This design comes from an exercise in tuning for a short achievable clock period and few clock cycles on the open sky130 flow, not from production work.
Function was checked by simulation only, so behaviour that the tests miss may differ from the original.

==> run X: inputs <==
==> flow/design.v (excerpt) <==
module mips_cpu_harvard #(
	parameter mips_pkg::word_t RESET_VECTOR = 32'hBFC0_0000
) (
	input  logic        clk,
	input  logic        reset,
	output logic        active,
	output logic [31:0] register_v0,
	input  logic        clk_enable,
	output logic [31:0] instr_address,
	input  logic [31:0] instr_readdata,
	output logic [31:0] data_address,
	output logic        data_write,
	output logic        data_read,
	output logic [31:0] data_writedata,
	input  logic [31:0] data_readdata
);
	logic advance;
	mips_pkg::opcode_t   f_op;
	logic                f_beq;
	logic                f_bne;
	logic                f_j;
	logic                f_pred;
	mips_pkg::word_t     f_pc4;
	mips_pkg::word_t     f_btarget;
	logic                d_valid;
	mips_pkg::word_t     d_ir;
	mips_pkg::word_t     d_pc4;
	mips_pkg::word_t     d_btarget;
	logic                d_pred;
	mips_pkg::alu_sel_t  d_alu_sel;
	mips_pkg::reg_addr_t d_rs;
	mips_pkg::reg_addr_t d_rt;
	mips_pkg::reg_addr_t d_wa;
	logic                d_use_imm;
	mips_pkg::word_t     d_imm;
  ...
==> flow/config.mk <==
export PLATFORM = sky130hd
export DESIGN_NAME = mips_cpu_harvard
export DESIGN_NICKNAME = mips_cpu_harvard
export VERILOG_FILES = /design/flow/design.v
export SDC_FILE = /design/flow/constraint.sdc
export NUM_CORES = 4
export LEC_CHECK = 0
export ABC_CLOCK_PERIOD_IN_PS = 4000
export CAP_MARGIN = 20
export CORE_MARGIN = 2
export CORE_UTILIZATION = 40
export PLACE_DENSITY = 0.6
export SETUP_SLACK_MARGIN = 5
export SLEW_MARGIN = 20
==> flow/constraint.sdc <==
create_clock -name core_clock -period 11.0 [get_ports {clk}]
set_input_delay 2.2000 -clock core_clock [delete_from_list [all_inputs] [get_ports {clk}]]
set_output_delay 2.2000 -clock core_clock [all_outputs]
set_load 0.01 [all_outputs]
standard.sh (not shown) runs the stock make flow with config.mk's settings and CLKGATE_MAP_FILE= SYNTH_SCRIPT=/design/flow/synth_recipe.tcl, a recipe that flattens the netlist after the stock synthesis.
==> flow/flow/run.sh <==
#!/bin/bash
set -uo pipefail
bash standard.sh SETUP_SLACK_MARGIN=6.3 finish > standard.log 2>&1
==> run H: changes against run X <==
--- a/flow/design.v
+++ b/flow/design.v
@@ -215,87 +215,65 @@
 		if (!we || (dst_rd ? rd : rt) == 5'd0) begin
 			we = 1'b0;
 		end
 	end
 endmodule
 `default_nettype wire
 `timescale 1ns/1ps
 `default_nettype none
-module mips_alu (
-	input  mips_pkg::word_t   a,
-	input  mips_pkg::word_t   b,
-	input  mips_pkg::shamt_t  shamt,
-	input  mips_pkg::alu_sel_t sel,
-	output mips_pkg::word_t   result
+module mips_adder #(
+	parameter int W = 32
+) (
+	input  logic [W-1:0] a,
+	input  logic [W-1:0] b,
+	input  logic         cin,
+	output logic [W-1:0] sum,
+	output logic         cout
 );
-	mips_pkg::word_t bb;
-	mips_pkg::word_t g [6];
-	mips_pkg::word_t p [6];
-	mips_pkg::word_t carry;
-	mips_pkg::word_t sum;
-	logic            cout;
-	logic            signed_lt;
-	logic            unsigned_lt;
-	assign bb = sel.sub ? ~b : b;
-	assign p[0] = a ^ bb;
-	assign g[0] = {(a[31:1] & bb[31:1]), (a[0] & bb[0]) | (p[0][0] & sel.sub)};
-	for (genvar l = 1; l < 6; l++) begin : g_level
+	localparam int L = (W > 16) ? 5 : (W > 8) ? 4 : (W > 4) ? 3 : 2;    
+	logic [W-1:0] g [L+1];
+	logic [W-1:0] p [L+1];
+	assign p[0] = a ^ b;
+	assign g[0] = {(a[W-1:1] & b[W-1:1]), (a[0] & b[0]) | (p[0][0] & cin)};
+	for (genvar l = 1; l <= L; l++) begin : g_level
 		localparam int D = 1 << (l - 1);
-		for (genvar i = 0; i < 32; i++) begin : g_bit
+		for (genvar i = 0; i < W; i++) begin : g_bit
 			if (i >= D) begin : g_merge
 				assign g[l][i] = g[l-1][i] | (p[l-1][i] & g[l-1][i-D]);
 				assign p[l][i] = p[l-1][i] & p[l-1][i-D];
 			end else begin : g_pass
 				assign g[l][i] = g[l-1][i];
 				assign p[l][i] = p[l-1][i];
 			end
 		end
 	end
-	assign carry = {g[5][30:0], sel.sub};
-	assign sum   = p[0] ^ carry;
-	assign cout  = g[5][31];
-	assign signed_lt   = (a[31] ^ b[31]) ? a[31] : sum[31];
-	assign unsigned_lt = !cout;
-	assign result = ({32{sel.sum}}  & sum) |
-	                ({32{sel.and_}} & (a & b)) |
-	                ({32{sel.or_}}  & (a | b)) |
-	                ({32{sel.xor_}} & (a ^ b)) |
-	                ({32{sel.sll}}  & (b << shamt)) |
-	                ({32{sel.srl}}  & (b >> shamt)) |
-	                ({32{sel.pass}} & b) |
-	                {31'd0, (sel.slt & signed_lt) | (sel.sltu & unsigned_lt)};
+	assign sum  = p[0] ^ {g[L][W-2:0], cin};
+	assign cout = g[L][W-1];
 endmodule
 `default_nettype wire
 `timescale 1ns/1ps
 `default_nettype none
 module mips_register_file (
 	input  logic                clk,
 	input  logic                write_enable,    
-	input  mips_pkg::reg_addr_t read_addr_a,
-	input  mips_pkg::reg_addr_t read_addr_b,
 	input  mips_pkg::reg_addr_t write_addr,      
 	input  mips_pkg::word_t     write_data,
-	output mips_pkg::word_t     read_data_a,
-	output mips_pkg::word_t     read_data_b,
+	output logic [31:1][31:0]   registers,
 	output mips_pkg::word_t     register_v0
 );
 	mips_pkg::word_t regs [1:31];
-	mips_pkg::word_t view [32];
 	always_ff @(posedge clk) begin
 		if (write_enable && (write_addr != 5'd0)) begin
 			regs[write_addr] <= write_data;
 		end
 	end
-	assign view[0] = '0;
-	for (genvar i = 1; i < 32; i++) begin : g_view
-		assign view[i] = regs[i];
+	for (genvar i = 1; i < 32; i++) begin : g_out
+		assign registers[i] = regs[i];
 	end
-	assign read_data_a = view[read_addr_a];
-	assign read_data_b = view[read_addr_b];
 	assign register_v0 = regs[2];
 endmodule
 `default_nettype wire
 `timescale 1ns/1ps
 `default_nettype none
 module mips_pc #(
 	parameter mips_pkg::word_t RESET_VECTOR = 32'hBFC0_0000
 ) (
@@ -306,28 +284,37 @@
 	input  mips_pkg::word_t redirect_pc,
 	input  logic            hold,            
 	input  logic            is_j,
 	input  logic            predict_taken,
 	input  logic [25:0]     jump_index,
 	input  logic [15:0]     offset,
 	output mips_pkg::word_t pc,
 	output mips_pkg::word_t pc_plus4,
-	output mips_pkg::word_t branch_target
+	output mips_pkg::word_t branch_target,
+	output logic            redirected       
 );
 	mips_pkg::word_t pc_seq;         
 	mips_pkg::word_t pc_branch;      
 	mips_pkg::word_t pc_redirect;    
 	logic            take_branch;
 	logic            take_redirect;
 	mips_pkg::word_t jump_target;
+	assign redirected = take_redirect;
 	assign pc = take_redirect ? pc_redirect :
 	            take_branch   ? pc_branch   : pc_seq;
-	assign pc_plus4      = pc + 32'd4;
-	assign branch_target = pc_plus4 + {{14{offset[15]}}, offset, 2'b00};
+	assign pc_plus4 = take_redirect ? pc_redirect + 32'd4 :
+	                  take_branch   ? pc_branch + 32'd4   : pc_seq + 32'd4;
+	mips_adder u_branch_adder (
+		.a    (pc_plus4),
+		.b    ({{14{offset[15]}}, offset, 2'b00}),
+		.cin  (1'b0),
+		.sum  (branch_target),
+		.cout ()
+	);
 	assign jump_target   = {pc_plus4[31:28], jump_index, 2'b00};
 	always_ff @(posedge clk) begin
 		if (reset) begin
 			pc_seq        <= RESET_VECTOR;
 			take_branch   <= 1'b0;
 			take_redirect <= 1'b0;
 		end else if (advance) begin
 			if (hold)      pc_seq <= pc;
@@ -366,61 +353,72 @@
 	logic advance;
 	mips_pkg::opcode_t   f_op;
 	logic                f_beq;
 	logic                f_bne;
 	logic                f_j;
 	logic                f_pred;
 	mips_pkg::word_t     f_pc4;
 	mips_pkg::word_t     f_btarget;
+	logic                f_redirected;    
+	logic                d_loaded;
 	logic                d_valid;
 	mips_pkg::word_t     d_ir;
 	mips_pkg::word_t     d_pc4;
 	mips_pkg::word_t     d_btarget;
 	logic                d_pred;
+	logic [31:1]         d_rs_sel;    
+	logic [31:1]         d_rt_sel;
 	mips_pkg::alu_sel_t  d_alu_sel;
 	mips_pkg::reg_addr_t d_rs;
 	mips_pkg::reg_addr_t d_rt;
 	mips_pkg::reg_addr_t d_wa;
 	logic                d_use_imm;
 	mips_pkg::word_t     d_imm;
 	logic                d_uses_rs;
 	logic                d_uses_rt;
 	logic                d_ld;
 	logic                d_st;
 	logic                d_beq;
 	logic                d_bne;
 	logic                d_j;
 	logic                d_jr;
-	mips_pkg::word_t     d_jtarget;
+	logic [31:1][31:0]   d_regs;
 	mips_pkg::word_t     d_ra;
 	mips_pkg::word_t     d_rb;
 	logic                d_fwd_a;
 	logic                d_fwd_b;
 	logic                d_byp_a;
 	logic                d_byp_b;
 	mips_pkg::word_t     d_a;
 	mips_pkg::word_t     d_b;
 	logic                d_stall;
 	logic                d_enter;
 	logic                d_eq;
 	logic                d_taken;
 	logic                d_redirect;
 	mips_pkg::word_t     d_redirect_pc;
-	logic                d_halt;
 	mips_pkg::alu_sel_t  e_alu_sel;
 	mips_pkg::word_t     e_a;
 	mips_pkg::word_t     e_b;        
 	mips_pkg::word_t     e_opb;      
+	mips_pkg::word_t     e_opb_add;  
+	mips_pkg::word_t     d_opb;
 	mips_pkg::shamt_t    e_shamt;
 	mips_pkg::reg_addr_t e_wa;       
 	logic                e_ld;
 	logic                e_st;
-	logic                e_halt;
+	logic                e_jr;
+	logic                x_halt;
 	mips_pkg::word_t     x_result;
+	mips_pkg::word_t     x_g [6];
+	mips_pkg::word_t     x_p [6];
+	mips_pkg::word_t     x_sum;
+	logic                x_signed_lt;
+	logic                x_unsigned_lt;
 	mips_pkg::word_t     m_result;
 	mips_pkg::word_t     m_sd;
 	mips_pkg::reg_addr_t m_wa;
 	logic                m_rd;
 	logic                m_wr;
 	mips_pkg::word_t     m_wdata;
 	assign advance = clk_enable && active;
 	assign f_op   = instr_readdata[31:26];
@@ -440,31 +438,37 @@
 		.redirect_pc   (d_redirect_pc),
 		.hold          (d_stall),
 		.is_j          (f_j),
 		.predict_taken (f_pred),
 		.jump_index    (instr_readdata[25:0]),
 		.offset        (instr_readdata[15:0]),
 		.pc            (instr_address),
 		.pc_plus4      (f_pc4),
-		.branch_target (f_btarget)
+		.branch_target (f_btarget),
+		.redirected    (f_redirected)
 	);
 	always_ff @(posedge clk) begin
 		if (reset) begin
-			d_valid <= 1'b0;
+			d_loaded <= 1'b0;
 		end else if (advance && !d_stall) begin
-			d_valid <= !d_redirect;
+			d_loaded <= 1'b1;
 		end
 	end
+	assign d_valid = d_loaded && !f_redirected;
 	always_ff @(posedge clk) begin
 		if (advance && !d_stall) begin
 			d_ir      <= instr_readdata;
 			d_pc4     <= f_pc4;
 			d_btarget <= f_btarget;
 			d_pred    <= f_pred;
+			for (int i = 1; i < 32; i++) begin
+				d_rs_sel[i] <= instr_readdata[25:21] == 5'(i);
+				d_rt_sel[i] <= instr_readdata[20:16] == 5'(i);
+			end
 		end
 	end
 	mips_decoder u_decoder (
 		.instruction (d_ir),
 		.alu_sel     (d_alu_sel),
 		.rs          (d_rs),
 		.rt          (d_rt),
 		.wa          (d_wa),
@@ -478,77 +482,100 @@
 		.is_bne      (d_bne),
 		.is_j        (d_j),
 		.is_jr       (d_jr)
 	);
 	assign m_wdata = m_rd ? data_readdata : m_result;
 	mips_register_file u_register_file (
 		.clk          (clk),
 		.write_enable (advance),    
-		.read_addr_a  (d_rs),
-		.read_addr_b  (d_rt),
 		.write_addr   (m_wa),
 		.write_data   (m_wdata),
-		.read_data_a  (d_ra),
-		.read_data_b  (d_rb),
+		.registers    (d_regs),
 		.register_v0  (register_v0)
 	);
+	always_comb begin
+		d_ra = '0;
+		d_rb = '0;
+		for (int i = 1; i < 32; i++) begin
+			d_ra = d_ra | ({32{d_rs_sel[i]}} & d_regs[i]);
+			d_rb = d_rb | ({32{d_rt_sel[i]}} & d_regs[i]);
+		end
+	end
 	assign d_fwd_a = !e_ld && e_wa != 5'd0 && e_wa == d_rs;
 	assign d_fwd_b = !e_ld && e_wa != 5'd0 && e_wa == d_rt;
 	assign d_byp_a = m_wa != 5'd0 && m_wa == d_rs;
 	assign d_byp_b = m_wa != 5'd0 && m_wa == d_rt;
 	assign d_a = ({32{d_fwd_a}} & x_result) |
 	             ({32{!d_fwd_a && d_byp_a}} & m_wdata) |
 	             ({32{!d_fwd_a && !d_byp_a}} & d_ra);
 	assign d_b = ({32{d_fwd_b}} & x_result) |
 	             ({32{!d_fwd_b && d_byp_b}} & m_wdata) |
 	             ({32{!d_fwd_b && !d_byp_b}} & d_rb);
+	assign d_opb = d_use_imm ? d_imm : d_b;
 	assign d_stall = d_valid && e_ld && e_wa != 5'd0 &&
 	                 ((d_uses_rs && e_wa == d_rs) || (d_uses_rt && e_wa == d_rt));
 	assign d_enter = d_valid && !d_stall;
 	assign d_eq      = d_a == d_b;
 	assign d_taken   = (d_beq && d_eq) || (d_bne && !d_eq);
-	assign d_jtarget = {d_pc4[31:28], d_ir[25:0], 2'b00};
 	assign d_redirect    = d_enter && (d_jr || ((d_beq || d_bne) && d_taken != d_pred));
 	assign d_redirect_pc = d_jr ? d_a : d_pred ? d_pc4 : d_btarget;
-	assign d_halt = (d_jr && d_a == '0) || (d_taken && d_btarget == '0) ||
-	                (d_j && d_jtarget == '0);
 	always_ff @(posedge clk) begin
 		if (reset) begin
 			e_wa   <= 5'd0;
 			e_ld   <= 1'b0;
 			e_st   <= 1'b0;
-			e_halt <= 1'b0;
+			e_jr   <= 1'b0;
 		end else if (advance) begin
 			e_wa   <= d_enter ? d_wa : 5'd0;
 			e_ld   <= d_enter && d_ld;
 			e_st   <= d_enter && d_st;
-			e_halt <= d_enter && d_halt;
+			e_jr   <= d_enter && d_jr;
 		end
 	end
 	always_ff @(posedge clk) begin
 		if (advance) begin
 			e_alu_sel <= d_alu_sel;
 			e_a       <= d_a;
 			e_b       <= d_b;
-			e_opb     <= d_use_imm ? d_imm : d_b;
+			e_opb     <= d_opb;
+			e_opb_add <= d_alu_sel.sub ? ~d_opb : d_opb;
 			e_shamt   <= d_ir[10:6];
 		end
 	end
-	mips_alu u_alu (
-		.a      (e_a),
-		.b      (e_opb),
-		.shamt  (e_shamt),
-		.sel    (e_alu_sel),
-		.result (x_result)
-	);
+	assign x_p[0] = e_a ^ e_opb_add;
+	assign x_g[0] = {(e_a[31:1] & e_opb_add[31:1]), (e_a[0] & e_opb_add[0]) | (x_p[0][0] & e_alu_sel.sub)};
+	for (genvar l = 1; l < 6; l++) begin : g_level
+		localparam int D = 1 << (l - 1);
+		for (genvar i = 0; i < 32; i++) begin : g_bit
+			if (i >= D) begin : g_merge
+				assign x_g[l][i] = x_g[l-1][i] | (x_p[l-1][i] & x_g[l-1][i-D]);
+				assign x_p[l][i] = x_p[l-1][i] & x_p[l-1][i-D];
+			end else begin : g_pass
+				assign x_g[l][i] = x_g[l-1][i];
+				assign x_p[l][i] = x_p[l-1][i];
+			end
+		end
+	end
+	assign x_sum = x_p[0] ^ {x_g[5][30:0], e_alu_sel.sub};
+	assign x_signed_lt   = (e_a[31] ^ e_opb[31]) ? e_a[31] : x_sum[31];
+	assign x_unsigned_lt = !x_g[5][31];
+	assign x_result = ({32{e_alu_sel.sum}}  & x_sum) |
+	                  ({32{e_alu_sel.and_}} & (e_a & e_opb)) |
+	                  ({32{e_alu_sel.or_}}  & (e_a | e_opb)) |
+	                  ({32{e_alu_sel.xor_}} & (e_a ^ e_opb)) |
+	                  ({32{e_alu_sel.sll}}  & (e_opb << e_shamt)) |
+	                  ({32{e_alu_sel.srl}}  & (e_opb >> e_shamt)) |
+	                  ({32{e_alu_sel.pass}} & e_opb) |
+	                  {31'd0, (e_alu_sel.slt & x_signed_lt) | (e_alu_sel.sltu & x_unsigned_lt)};
+	assign x_halt = (d_valid && d_pc4 == 32'd4) || (e_jr && e_a == '0);
 	always_ff @(posedge clk) begin
 		if (reset) begin
 			active <= 1'b1;
-		end else if (advance && e_halt) begin
+		end else if (advance && x_halt) begin
 			active <= 1'b0;    
 		end
 	end
 	always_ff @(posedge clk) begin
 		if (reset) begin
 			m_wa <= 5'd0;
 			m_rd <= 1'b0;
 			m_wr <= 1'b0;
==> flow/config.mk (replaced) <==
export PLATFORM = sky130hd
export DESIGN_NAME = mips_cpu_harvard
export DESIGN_NICKNAME = mips_cpu_harvard
export VERILOG_FILES = /design/flow/design.v
export SDC_FILE = /design/flow/constraint.sdc
export NUM_CORES = 4
export LEC_CHECK = 0
export CAP_MARGIN = 20
export CORE_MARGIN = 2
export CORE_UTILIZATION = 40
export PLACE_DENSITY = 0.6
export SETUP_SLACK_MARGIN = 5
export SLEW_MARGIN = 20
export SYNTH_HIERARCHICAL = 1
==> comparison <==
Critical path depth: run H is lower than run X (17). In run X the fmax is lower than in run H, by about 14%. Between run H and run X, the lower via count is in run H (gap about 4.6%, measured against run X). Worst setup slack: run X is lower than run H (770 ps). In run H the count of clock-buffer cells in the layout is lower than in run X, by 4. Between run H and run X, the lower cell area is in run X (gap about 0.44%, measured against run X). In run H the core utilization is lower than in run X, by 1.3 points. Between run X and run H, the lower area after synthesis is in run X (gap about 2.7%, measured against run H). In run H the hold slack is worse than in run X, by 18 ps.
Testbench counts of run X, summed over its fixed seeds: cycles 37,145.
Testbench counts of run H, summed over its fixed seeds: cycles 37,145.

## static timing again, ports no longer ideal
In the flow no input, the clock included, has a driving cell. The finished layouts below were timed again as built, in two steps. Step 1: set_driving_cell puts a clkbuf_16 on clk and a buf_2 on each other input, an assumption about the parent block. Step 2 moves the port delays by t, midway between the first and last clock arrival at a register: inputs arrive t later, outputs are due t later. That takes back most of the time a late clock gives input paths. Slacks: ideal ports / drivers / drivers and shift; pairs: ideal ports / drivers.
run | t, ns | setup slack, ns | clock arrival spread, ns | worst slew at a driven data input, ns | pins driven straight from the clock port
run X | 0.904 | 5.333 / 5.333 / 4.611 | 0.073 / 0.072 | 0.06 | 1
run H | 0.916 | 6.101 / 6.053 / 5.362 | 0.073 / 0.073 | 0.07 | 1
After both steps setup and hold are still met in every run listed. For run H, which loses most, drivers alone change the setup slack by -0.048 ns; drivers and shift together by -0.739 ns.
